Source: an optimization exercise on an open RTL-to-GDS flow (aim: small area). Production flows keep margins and buffers that such runs may drop. Only simulation tests tie the RTL to the original design; equivalence was not proved. The clock port is modelled as an ideal driver; clocking choices that lean on that would not hold on a real chip. Power is estimated from default activity; no workload was simulated.

== run A ==
// led_fade_pwm_ctrl
module led_fade_pwm_ctrl #(
  parameter int          NUM_LEDS         = 26,
  parameter int          PWM_BITS         = 8,
  parameter logic [31:0] FADE_DIV_DEFAULT = 32'd65535,
  parameter int          ADDR_W           = 5
) (
  input  logic                clk_clk,
  input  logic                rst_reset,
  input  logic [ADDR_W-1:0]   avalon_slave_address,
  input  logic                avalon_slave_write,
  input  logic [31:0]         avalon_slave_writedata,
  input  logic                avalon_slave_read,
  output logic [31:0]         avalon_slave_readdata,
  output logic [NUM_LEDS-1:0] leds
);
  logic                en;
  logic                mode;
  logic [31:0]         fade_div;
  logic [31:0]         presc;
  logic [PWM_BITS-1:0] pwm_cnt;
  logic [PWM_BITS-1:0] duty   [NUM_LEDS];
  logic [NUM_LEDS-1:0] dval;      
  logic [PWM_BITS-1:0] fade   [NUM_LEDS];
  logic [NUM_LEDS-1:0] act;       
  logic wr_ctrl, wr_trig, wr_fdiv, tick;
  logic [NUM_LEDS-1:0] duty_sel;
  logic [NUM_LEDS-1:0] led_next;
  logic [31:0]         rd_val;
  assign wr_ctrl = avalon_slave_write && (avalon_slave_address == 5'd0);
  assign wr_trig = avalon_slave_write && (avalon_slave_address == 5'd1);
  assign wr_fdiv = avalon_slave_write && (avalon_slave_address == 5'd2);
  assign tick    = (presc == 32'd0) && !wr_fdiv;
  always_comb
    for (int i = 0; i < NUM_LEDS; i++)
      duty_sel[i] = (avalon_slave_address == 5'(i + 4));
  always_comb
    for (int i = 0; i < NUM_LEDS; i++) begin
      logic [PWM_BITS-1:0] l;
      logic c;
      l = mode ? duty[i] : fade[i];
      c = 1'b0;
      for (int k = 0; k < PWM_BITS; k++)
        c = (l[k] & ~pwm_cnt[k]) | (c & (l[k] | ~pwm_cnt[k]));
      led_next[i] = en && c && (mode ? dval[i] : act[i]);
    end
  always_comb begin
    rd_val = '0;
    case (avalon_slave_address)
      5'd0: rd_val[1:0] = {mode, en};
      5'd2: rd_val = fade_div;
      5'd3: rd_val[NUM_LEDS-1:0] = act;
      default: ;
    endcase
    for (int i = 0; i < NUM_LEDS; i++)
      if (duty_sel[i] && dval[i]) rd_val[PWM_BITS-1:0] = duty[i];
  end
  always_ff @(posedge clk_clk or posedge rst_reset) begin
    if (rst_reset) begin
      en       <= 1'b1;
      mode     <= 1'b0;
      fade_div <= FADE_DIV_DEFAULT;
      presc    <= '0;
      pwm_cnt  <= '0;
    end else begin
  ...
==> flow/config.mk <==
export PLATFORM = sky130hd
export DESIGN_NAME = led_fade_pwm_ctrl
export DESIGN_NICKNAME = led_fade_pwm_ctrl
export VERILOG_FILES = /design/flow/design.v
export SDC_FILE = /design/flow/constraint.sdc
export NUM_CORES = 4
export LEC_CHECK = 0
export CAP_MARGIN = 0
export CORE_MARGIN = 2
export CORE_UTILIZATION = 75
export SLEW_MARGIN = 0
==> flow/constraint.sdc <==
create_clock -name core_clock -period 8.0 [get_ports {clk_clk}]
set_input_delay 1.6000 -clock core_clock [delete_from_list [all_inputs] [get_ports {clk_clk}]]
set_output_delay 1.6000 -clock core_clock [all_outputs]
set_load 0.01 [all_outputs]
standard.sh (not shown) runs the stock make flow with config.mk's settings and CLKGATE_MAP_FILE= SYNTH_SCRIPT=/design/flow/synth_recipe.tcl, a recipe that flattens the netlist after the stock synthesis.
==> flow/flow/run.sh <==
#!/bin/bash
# The standard layout (the standard.sh, standard synthesis unchanged) with:
#  - port buffers of the smallest buffer cell,
#  - CTS without dummy loads, small leaf buffers in clusters of up to 14,
#  - after CTS, flow/clkfix.tcl sizes the clock tree for the clock-pin slew limit.
set -e
HERE=$(pwd)
export BUFFER_PORTS_ARGS="-buffer_cell sky130_fd_sc_hd__buf_1"
export CTS_ARGS="-sink_clustering_enable -repair_clock_nets -dont_use_dummy_load -buf_list sky130_fd_sc_hd__clkbuf_4 -sink_clustering_size 14 -sink_clustering_max_diameter 50"
export POST_CTS_TCL="$HERE/flow/clkfix.tcl"
bash standard.sh > standard.log 2>&1
Other scripts of this flow, unchanged in this note and not shown: flow/flow/clkfix.tcl
Looking at the reports, run A completed the entire flow and the layout it produced met the timing, DRC and antenna checks.
## Diff of input files: run B against run A
# run A
export LEC_CHECK = 0
export CAP_MARGIN = 0
export CORE_MARGIN = 2
export CORE_UTILIZATION = 75
export SLEW_MARGIN = 0
create_clock -name core_clock -period 8.0 [get_ports {clk_clk}]
# run B
export LEC_CHECK = 0
export CAP_MARGIN = 20
export CORE_MARGIN = 2
export CORE_UTILIZATION = 60
export SLEW_MARGIN = 20
create_clock -name core_clock -period 8.0 [get_ports {clk_clk}]
[summary]
In run B the via count of the first global-routing pass turned out 1325 lower than in run A.
Utilization after layout delta for run B relative to run A: 16 points lower
When run B is measured against run A, its wire length turns out 4.8% higher.
Share of total power in combinational logic: run A vs run B, no meaningful difference
Where total power is concerned, run A is better than run B.
Of run A and run B, the run reporting the higher critical path depth was run B.
Run B vs run A, wire length on met2 went up by 5.9%.
Against run A as the reference, run B delivers a higher clock buffer count.
Initial antenna violation count is lower on run A
On maximum frequency, run A and run B are neck and neck.
Run A ended up with fade[18][5] as its end point of the critical path; run B ended up with fade[10][1].
Minimum clock period for run B: 0.013 ns up relative to run A
Input changes introduced in run C (baseline for comparison: run B):
# run B
export LEC_CHECK = 0
export CAP_MARGIN = 20
export CORE_MARGIN = 2
export CORE_UTILIZATION = 60
export SLEW_MARGIN = 20
create_clock -name core_clock -period 8.0 [get_ports {clk_clk}]
# run C
export LEC_CHECK = 0
export CAP_MARGIN = 0
export CORE_MARGIN = 2
export CORE_UTILIZATION = 60
export GPL_TIMING_DRIVEN = 0
export SLEW_MARGIN = 0
create_clock -name core_clock -period 8.0 [get_ports {clk_clk}]
Notes after the runs:
Finished, but not clean: run C, with max-capacitance violations. Run B | status: complete | timing, DRC, antenna: pass. Going from run B to run C, share of cell area taken by multi-input logic gates shows a reduction of 0.70 points, count of cell instances traversed by the critical path shows an increase of 1, total non-filler cell area in the finished layout shows an increase of about 1.5%, detailed-route via count shows an increase of 8.1%, multi-input logic area shows no meaningful change. Diff run B -> run C | required time at the endpoint of the critical path | increase of 0.04 ns. First-pass iteration count of the detailed router: run C > run B. Comparing share of total power in the clock network for run C and run B, the bigger number came from run B. Comparing run B with run C, the sequential power came out essentially unchanged. Against run B as the reference, run C delivers a higher total instance count after detailed placement. Est. power | run C vs run B | run C higher.

* * *

led_fade_pwm_ctrl again, from the RTL that the note above started with.
export LEC_CHECK = 0
export CAP_MARGIN = 20
export CORE_MARGIN = 2
export CORE_UTILIZATION = 60
export SLEW_MARGIN = 20
create_clock -name core_clock -period 8.0 [get_ports {clk_clk}]
==> flow/flow/run.sh <==
#!/bin/bash
# Standard layout, with smaller port buffers and no CTS dummy loads.
set -e
export BUFFER_PORTS_ARGS="-buffer_cell sky130_fd_sc_hd__buf_1"
export CTS_ARGS="-sink_clustering_enable -repair_clock_nets -dont_use_dummy_load -buf_list sky130_fd_sc_hd__clkbuf_4 -sink_clustering_size 10 -sink_clustering_max_diameter 40"
bash standard.sh > standard.log 2>&1
Change:
==> flow/run.sh (new file) <==
#!/bin/bash
# synth_recipe.tcl (not shown) runs the flow's synth.tcl, then flattens the netlist and writes it again
# the make line also repeats each setting of config.mk as NAME=value (left out here)
make -C /OpenROAD-flow-scripts/flow DESIGN_CONFIG=/design/flow/config.mk WORK_HOME=/design/flow/orfs CLKGATE_MAP_FILE= SYNTH_SCRIPT=/design/flow/synth_recipe.tcl finish
CORE_UTILIZATION = 40   (was 60)
removed: flow/flow/run.sh
removed: flow/standard.sh
Result: Power came out higher by 24%. First-iteration DRC count came out lower by about 15%. Clock power came out higher by about 100%. Cell count came out higher by 10%. Synthesized area is unchanged. Non-clock buffer count came out lower by 1. Critical path depth came out lower by 1. Setup slack gets worse by 100 ps. Cell area came out higher by about 8%. Sequential power hardly moves. Fmax came out lower by about 2%.
Change:
==> flow/flow/run.sh (new file) <==
#!/bin/bash
# Standard layout, with smaller port buffers and no CTS dummy loads.
set -e
export BUFFER_PORTS_ARGS="-buffer_cell sky130_fd_sc_hd__buf_1"
export CTS_ARGS="-sink_clustering_enable -repair_clock_nets -dont_use_dummy_load -buf_list sky130_fd_sc_hd__clkbuf_8 -sink_clustering_size 20 -sink_clustering_max_diameter 50"
bash standard.sh > standard.log 2>&1
==> flow/standard.sh (new file) <==
#!/bin/bash
# synth_recipe.tcl (not shown) runs the flow's synth.tcl, then flattens the netlist and writes it again
# the make line also repeats each setting of config.mk as NAME=value (left out here)
make -C /OpenROAD-flow-scripts/flow DESIGN_CONFIG=/design/flow/config.mk WORK_HOME=/design/flow/orfs CLKGATE_MAP_FILE= SYNTH_SCRIPT=/design/flow/synth_recipe.tcl "${@:-finish}"
CORE_UTILIZATION = 60   (was 40)
removed: flow/run.sh
The new run passed the timing, DRC and antenna checks.
Global-route usage goes up by 12 points.
Die area fell by 33%.
Critical path depth goes up by 1.
Core utilization climbs by 18 points.
Synthesized cell count is unchanged.
Design area is lower by 7.5%.
Combinational power shrinks by about 4%.
Hold slack gets better by 8.4 ps.
Worst setup slack degrades by 58 ps.
Register-to-register slack got worse by 40 ps.
Final cell count is lower by 10%.
Change:
==> flow/flow/run.sh (replaced) <==
#!/bin/bash
# Standard layout, with smaller port buffers and no CTS dummy loads.
set -e
export BUFFER_PORTS_ARGS="-buffer_cell sky130_fd_sc_hd__buf_1"
export CTS_ARGS="-sink_clustering_enable -repair_clock_nets -dont_use_dummy_load"
bash standard.sh > standard.log 2>&1
CORE_UTILIZATION = 40   (was 60)
Result: The new run completed without violations. Sequential share of layout area fell by 2.0 points. Wire length rose by a few percent. Worst setup slack gets better by 530 ps. Register-to-register slack gets better by 370 ps.

* * *

led_fade_pwm_ctrl, a different RTL version from the one above (not shown whole).
Size: ~2300 cells after synthesis, roughly 600 flip-flops, roughly 99 I/O pins, roughly 25000 sq um of cells after synthesis.
Design led_fade_pwm_ctrl, start of the top module:
module led_fade_pwm_ctrl #(
  parameter int          NUM_LEDS         = 26,
  parameter int          PWM_BITS         = 8,
  parameter logic [31:0] FADE_DIV_DEFAULT = 32'd65535,
  parameter int          ADDR_W           = 5
) (
  input  logic                clk_clk,
  input  logic                rst_reset,
  input  logic [ADDR_W-1:0]   avalon_slave_address,
  input  logic                avalon_slave_write,
  input  logic [31:0]         avalon_slave_writedata,
  input  logic                avalon_slave_read,
  output logic [31:0]         avalon_slave_readdata,
  output logic [NUM_LEDS-1:0] leds
);
Settings: LEC_CHECK=0, CAP_MARGIN=10, CORE_MARGIN=2, CORE_UTILIZATION=75, GPL_TIMING_DRIVEN=0, SLEW_MARGIN=10; clock period 8.0 ns.
==> flow/flow/run.sh <==
#!/bin/bash
# Layout flow: the standard.sh (ORFS) with these changes:
#  - synthesis: the standard flow's synthesis script, but Yosys's abc pass maps the
#    combinational logic with the smallest result of four area-oriented ABC
#    scripts (flow/area1-4.abc); see flow/synth.tcl,
#  - port buffers of the smallest buffer cell,
#  - CTS without dummy loads, small leaf buffers in clusters of up to 14,
#  - after CTS, flow/clkfix.tcl sizes the clock tree for the clock-pin slew limit.
# Each step's output goes to a log file of its own in this folder.
set -e
HERE=$(pwd)
export LFP_WORK="$HERE"
export LFP_ABC_SCRIPTS="$HERE/flow/area1.abc $HERE/flow/area2.abc $HERE/flow/area3.abc $HERE/flow/area4.abc"
export BUFFER_PORTS_ARGS="-buffer_cell sky130_fd_sc_hd__buf_1"
export CTS_ARGS="-sink_clustering_enable -repair_clock_nets -dont_use_dummy_load -buf_list sky130_fd_sc_hd__clkbuf_4 -sink_clustering_size 14 -sink_clustering_max_diameter 50"
export POST_CTS_TCL="$HERE/flow/clkfix.tcl"
bash standard.sh SYNTH_SCRIPT="$HERE/flow/synth.tcl" synth > synth.log 2>&1
bash standard.sh > standard.log 2>&1
==> flow/flow/area1.abc <==
strash
balance
rewrite
refactor
balance
rewrite
rewrite -z
balance
refactor -z
rewrite -z
balance
&get -n
&st
&dch -f
&nf -R 1000 -F 8 -A 8 -C 32
&put
topo
==> flow/flow/area2.abc <==
strash
balance -l
resub -K 6 -l
rewrite -l
resub -K 6 -N 2 -l
refactor -l
resub -K 8 -l
balance -l
resub -K 8 -N 2 -l
rewrite -l
resub -K 10 -l
rewrite -z -l
resub -K 10 -N 2 -l
balance -l
resub -K 12 -l
refactor -z -l
resub -K 12 -N 2 -l
rewrite -z -l
balance -l
balance -l
resub -K 6 -l
rewrite -l
resub -K 6 -N 2 -l
refactor -l
resub -K 8 -l
balance -l
resub -K 8 -N 2 -l
rewrite -l
resub -K 10 -l
rewrite -z -l
resub -K 10 -N 2 -l
balance -l
resub -K 12 -l
refactor -z -l
resub -K 12 -N 2 -l
rewrite -z -l
balance -l
&get -n
&st
&dch -f
&nf -R 1000 -F 8 -A 8 -C 32
&put
topo
==> flow/flow/area3.abc <==
strash
balance
rewrite
refactor
balance
rewrite
rewrite -z
balance
refactor -z
rewrite -z
balance
&get -n
&st
&dch -f
&nf -R 1000 -F 8 -A 8 -C 32 -E 10
&put
topo
==> flow/flow/area4.abc <==
strash
balance
rewrite
refactor
balance
rewrite
rewrite -z
balance
refactor -z
rewrite -z
balance
&get -n
&st
&dch
&nf -R 1000 -F 8 -A 8 -C 32
&put
topo
==> flow/flow/clkfix.tcl <==
# Clock tree sizing after CTS: upsize the buffers that drive other clock
# buffers, then upsize leaf buffers whose flip-flop clock pins see a slew
# over the target, and legalise the placement again.
proc clkfix_is_clkbuf {inst} {
  return [string match sky130_fd_sc_hd__clkbuf_* [get_property $inst ref_name]]
}
proc clkfix_next {m} {
  switch -- $m {
    sky130_fd_sc_hd__clkbuf_1 { return sky130_fd_sc_hd__clkbuf_2 }
    sky130_fd_sc_hd__clkbuf_2 { return sky130_fd_sc_hd__clkbuf_4 }
    sky130_fd_sc_hd__clkbuf_4 { return sky130_fd_sc_hd__clkbuf_8 }
    sky130_fd_sc_hd__clkbuf_8 { return sky130_fd_sc_hd__clkbuf_16 }
  }
  return ""
}
proc clkfix {tree_cell target_s} {
  set_propagated_clock [all_clocks]
  set n_tree 0
  foreach inst [get_cells *] {
    if {![clkfix_is_clkbuf $inst]} continue
    set net [get_nets -of_objects [get_pins -of_objects $inst -filter "direction==output"]]
    foreach p [get_pins -of_objects $net -filter "direction==input"] {
      if {[clkfix_is_clkbuf [get_cells -of_objects $p]]} {
        if {[get_property $inst ref_name] ne $tree_cell} { replace_cell $inst [get_lib_cells $tree_cell]; incr n_tree }
        break
      }
    }
  }
  puts "clkfix: resized $n_tree tree buffers to $tree_cell"
  for {set it 0} {$it < 4} {incr it} {
    estimate_parasitics -placement
    set bad {}
    foreach pin [all_registers -clock_pins -edge_triggered] {
      set w 0
      foreach p {slew_max_rise slew_max_fall} { set s [get_property $pin $p]; if {$s > $w} {set w $s} }
      if {$w > $target_s} {
        set net [get_nets -of_objects $pin]
        set drv [lindex [get_pins -of_objects $net -filter "direction==output"] 0]
        if {$drv ne ""} { dict set bad [get_full_name [get_cells -of_objects $drv]] 1 }
      }
    }
    set n 0
    foreach name [dict keys $bad] {
      set inst [get_cells $name]
      if {![clkfix_is_clkbuf $inst]} continue
      set nx [clkfix_next [get_property $inst ref_name]]
      if {$nx ne ""} { replace_cell $inst [get_lib_cells $nx]; incr n }
    }
    puts "clkfix: pass $it upsized $n leaf buffers"
    if {$n == 0} break
  }
  detailed_placement
  estimate_parasitics -placement
}

clkfix sky130_fd_sc_hd__clkbuf_8 0.105
==> flow/flow/synth.tcl <==
# The standard flow's synthesis script (synth_recipe.tcl in the work folder), with one
# change: Yosys's abc pass maps the combinational logic with each of the
# area-oriented ABC scripts in LFP_ABC_SCRIPTS (flow/area*.abc) in turn, each
# from the same starting netlist, and keeps the mapping with the smallest
# cell area. Everything before and after this mapping, the registers
# included, is unchanged.
proc abc {args} {
  set i [lsearch -exact $args -script]
  yosys design -save lfp_pre_abc
  set best_area -1
  set best_script ""
  foreach s $::env(LFP_ABC_SCRIPTS) {
    yosys design -load lfp_pre_abc
    lset args [expr {$i + 1}] $s
    yosys abc {*}$args
    set st [tee -q -s result.string stat {*}$::lib_args]
    if {![regexp {Chip area for module[^:]*:\s*([0-9.]+)} $st -> area]} { error "no area for $s" }
    puts "abc script $s: cell area $area"
    if {$best_area < 0 || $area < $best_area} {
      set best_area $area
      set best_script $s
    }
  }
  yosys design -load lfp_pre_abc
  lset args [expr {$i + 1}] $best_script
  puts "abc with script $best_script (cell area $best_area)"
  yosys abc {*}$args
}
source $::env(LFP_WORK)/synth_recipe.tcl
The baseline completed with no timing, DRC or antenna violations.
Then changed:
--- a/flow/flow/clkfix.tcl
+++ b/flow/flow/clkfix.tcl
@@ -54,3 +54,3 @@
 }
 
-clkfix sky130_fd_sc_hd__clkbuf_8 0.105
+clkfix sky130_fd_sc_hd__clkbuf_8 0.115
--- a/flow/config.mk
+++ b/flow/config.mk
@@ -9,4 +9,3 @@
 export CORE_MARGIN = 2
 export CORE_UTILIZATION = 75
-export GPL_TIMING_DRIVEN = 0
 export SLEW_MARGIN = 10
Result: The new run produced a clean layout; via count drops slightly; wire length fell slightly; power shrinks slightly; setup slack improved by 0.75 ns; design area drops slightly.
Then changed:
--- a/flow/flow/clkfix.tcl
+++ b/flow/flow/clkfix.tcl
@@ -54,3 +54,3 @@
 }
 
-clkfix sky130_fd_sc_hd__clkbuf_8 0.115
+clkfix sky130_fd_sc_hd__clkbuf_8 0.105
Total power climbs by 0.31%.
Hold slack hardly moves.
Global-route usage does not change.
Then changed:
==> flow/flow/run.sh (replaced) <==
#!/bin/bash
# Layout flow: the standard.sh (ORFS) with these changes:
#  - synthesis: the standard flow's synthesis script, but Yosys's abc pass maps the
#    combinational logic with flow/area.abc (area-oriented); see flow/synth.tcl,
#  - port buffers of the smallest buffer cell,
#  - CTS without dummy loads, small leaf buffers in clusters of up to 14,
#  - after CTS, flow/clkfix.tcl sizes the clock tree for the clock-pin slew limit.
# Each step's output goes to a log file of its own in this folder.
set -e
HERE=$(pwd)
export LFP_WORK="$HERE"
export LFP_ABC_SCRIPT="$HERE/flow/area.abc"
export BUFFER_PORTS_ARGS="-buffer_cell sky130_fd_sc_hd__buf_1"
export CTS_ARGS="-sink_clustering_enable -repair_clock_nets -dont_use_dummy_load -buf_list sky130_fd_sc_hd__clkbuf_4 -sink_clustering_size 14 -sink_clustering_max_diameter 50"
export POST_CTS_TCL="$HERE/flow/clkfix.tcl"
bash standard.sh SYNTH_SCRIPT="$HERE/flow/synth.tcl" synth > synth.log 2>&1
bash standard.sh > standard.log 2>&1
==> flow/flow/area.abc (new file) <==
strash
balance
rewrite
refactor
balance
rewrite
rewrite -z
balance
refactor -z
rewrite -z
balance
&get -n
&st
&dch -f
&nf -R 1000 -F 8 -A 8 -C 32
&put
topo
==> flow/flow/synth.tcl (replaced) <==
# The standard flow's synthesis script (synth_recipe.tcl in the work folder), with one
# change: Yosys's abc pass runs flow/area.abc, an area-oriented mapping
# script, instead of ORFS's speed script. Everything before and after the
# mapping of the combinational logic, the registers included, is unchanged.
proc abc {args} {
  set i [lsearch -exact $args -script]
  if {$i >= 0} { lset args [expr {$i + 1}] $::env(LFP_ABC_SCRIPT) }
  puts "abc with script $::env(LFP_ABC_SCRIPT)"
  yosys abc {*}$args
}
source $::env(LFP_WORK)/synth_recipe.tcl
removed: flow/flow/area1.abc
removed: flow/flow/area2.abc
removed: flow/flow/area3.abc
removed: flow/flow/area4.abc
Clock-buffer cell count stays the same.
Worst hold slack stays flat.
Global-route usage goes down by 1.4 points.
Total power goes up by 0.85%.
Routed wire length goes down by about 3.4%.
Maximum frequency goes up by about 0.6%.
Non-clock buffer count goes down by 1.
Synthesized cell count goes down by 2.2%.
Core utilization hardly moves.

-- what the ideal ports hide --
No port has a modelled driver above. Below, the same layouts with a new extraction and two added sets of constraints.
Step 1 (the two cells are an assumption about what drives the block):
set clk [get_ports {clk_clk}]
set_driving_cell -lib_cell sky130_fd_sc_hd__clkbuf_16 $clk
set_driving_cell -lib_cell sky130_fd_sc_hd__buf_2 [delete_from_list [all_inputs] $clk]
Step 2 adds t to the input delays and takes it off the output delays; t is the mean of the earliest and latest rising clock arrival at the registers after step 1. Input paths then give back, and output paths get back, about the clock's delay inside the block.
Three values: ideal ports, drivers, drivers and shift; two values: the first two.
run | shift t [ns] | setup slack, ns | worst register clock-pin slew, ns | cell pins on the clock port's net
run A | 0.741 | 2.977 / 3.012 / 2.271 | 0.10 / 0.10 | 1
run B | 0.741 | 2.965 / 2.974 / 2.233 | 0.10 / 0.10 | 1
run C | 0.747 | 2.103 / 2.136 / 1.389 | 0.10 / 0.10 | 1
the first run of note 2 | 0.904 | 3.118 / 3.122 / 2.218 | 0.12 / 0.12 | 1
the second run of note 2 | 0.673 | 3.015 / 3.039 / 2.366 | 0.07 / 0.07 | 1
the third run of note 2 | 0.746 | 2.957 / 2.961 / 2.214 | 0.12 / 0.12 | 1
the fourth run of note 2 | 0.651 | 3.489 / 3.496 / 2.845 | 0.06 / 0.06 | 1
the first run of note 3 | 0.725 | 0.844 / 0.844 / 0.844 | 0.10 / 0.10 | 1
the second run of note 3 | 0.739 | 1.595 / 1.595 / 1.595 | 0.11 / 0.11 | 1
the third run of note 3 | 0.734 | 1.583 / 1.583 / 1.583 | 0.10 / 0.10 | 1
the fourth run of note 3 | 0.730 | 1.623 / 1.623 / 1.623 | 0.10 / 0.10 | 1
For the first run of note 2, which loses most, drivers alone change the setup slack by +0.004 ns; drivers and shift together by -0.900 ns.
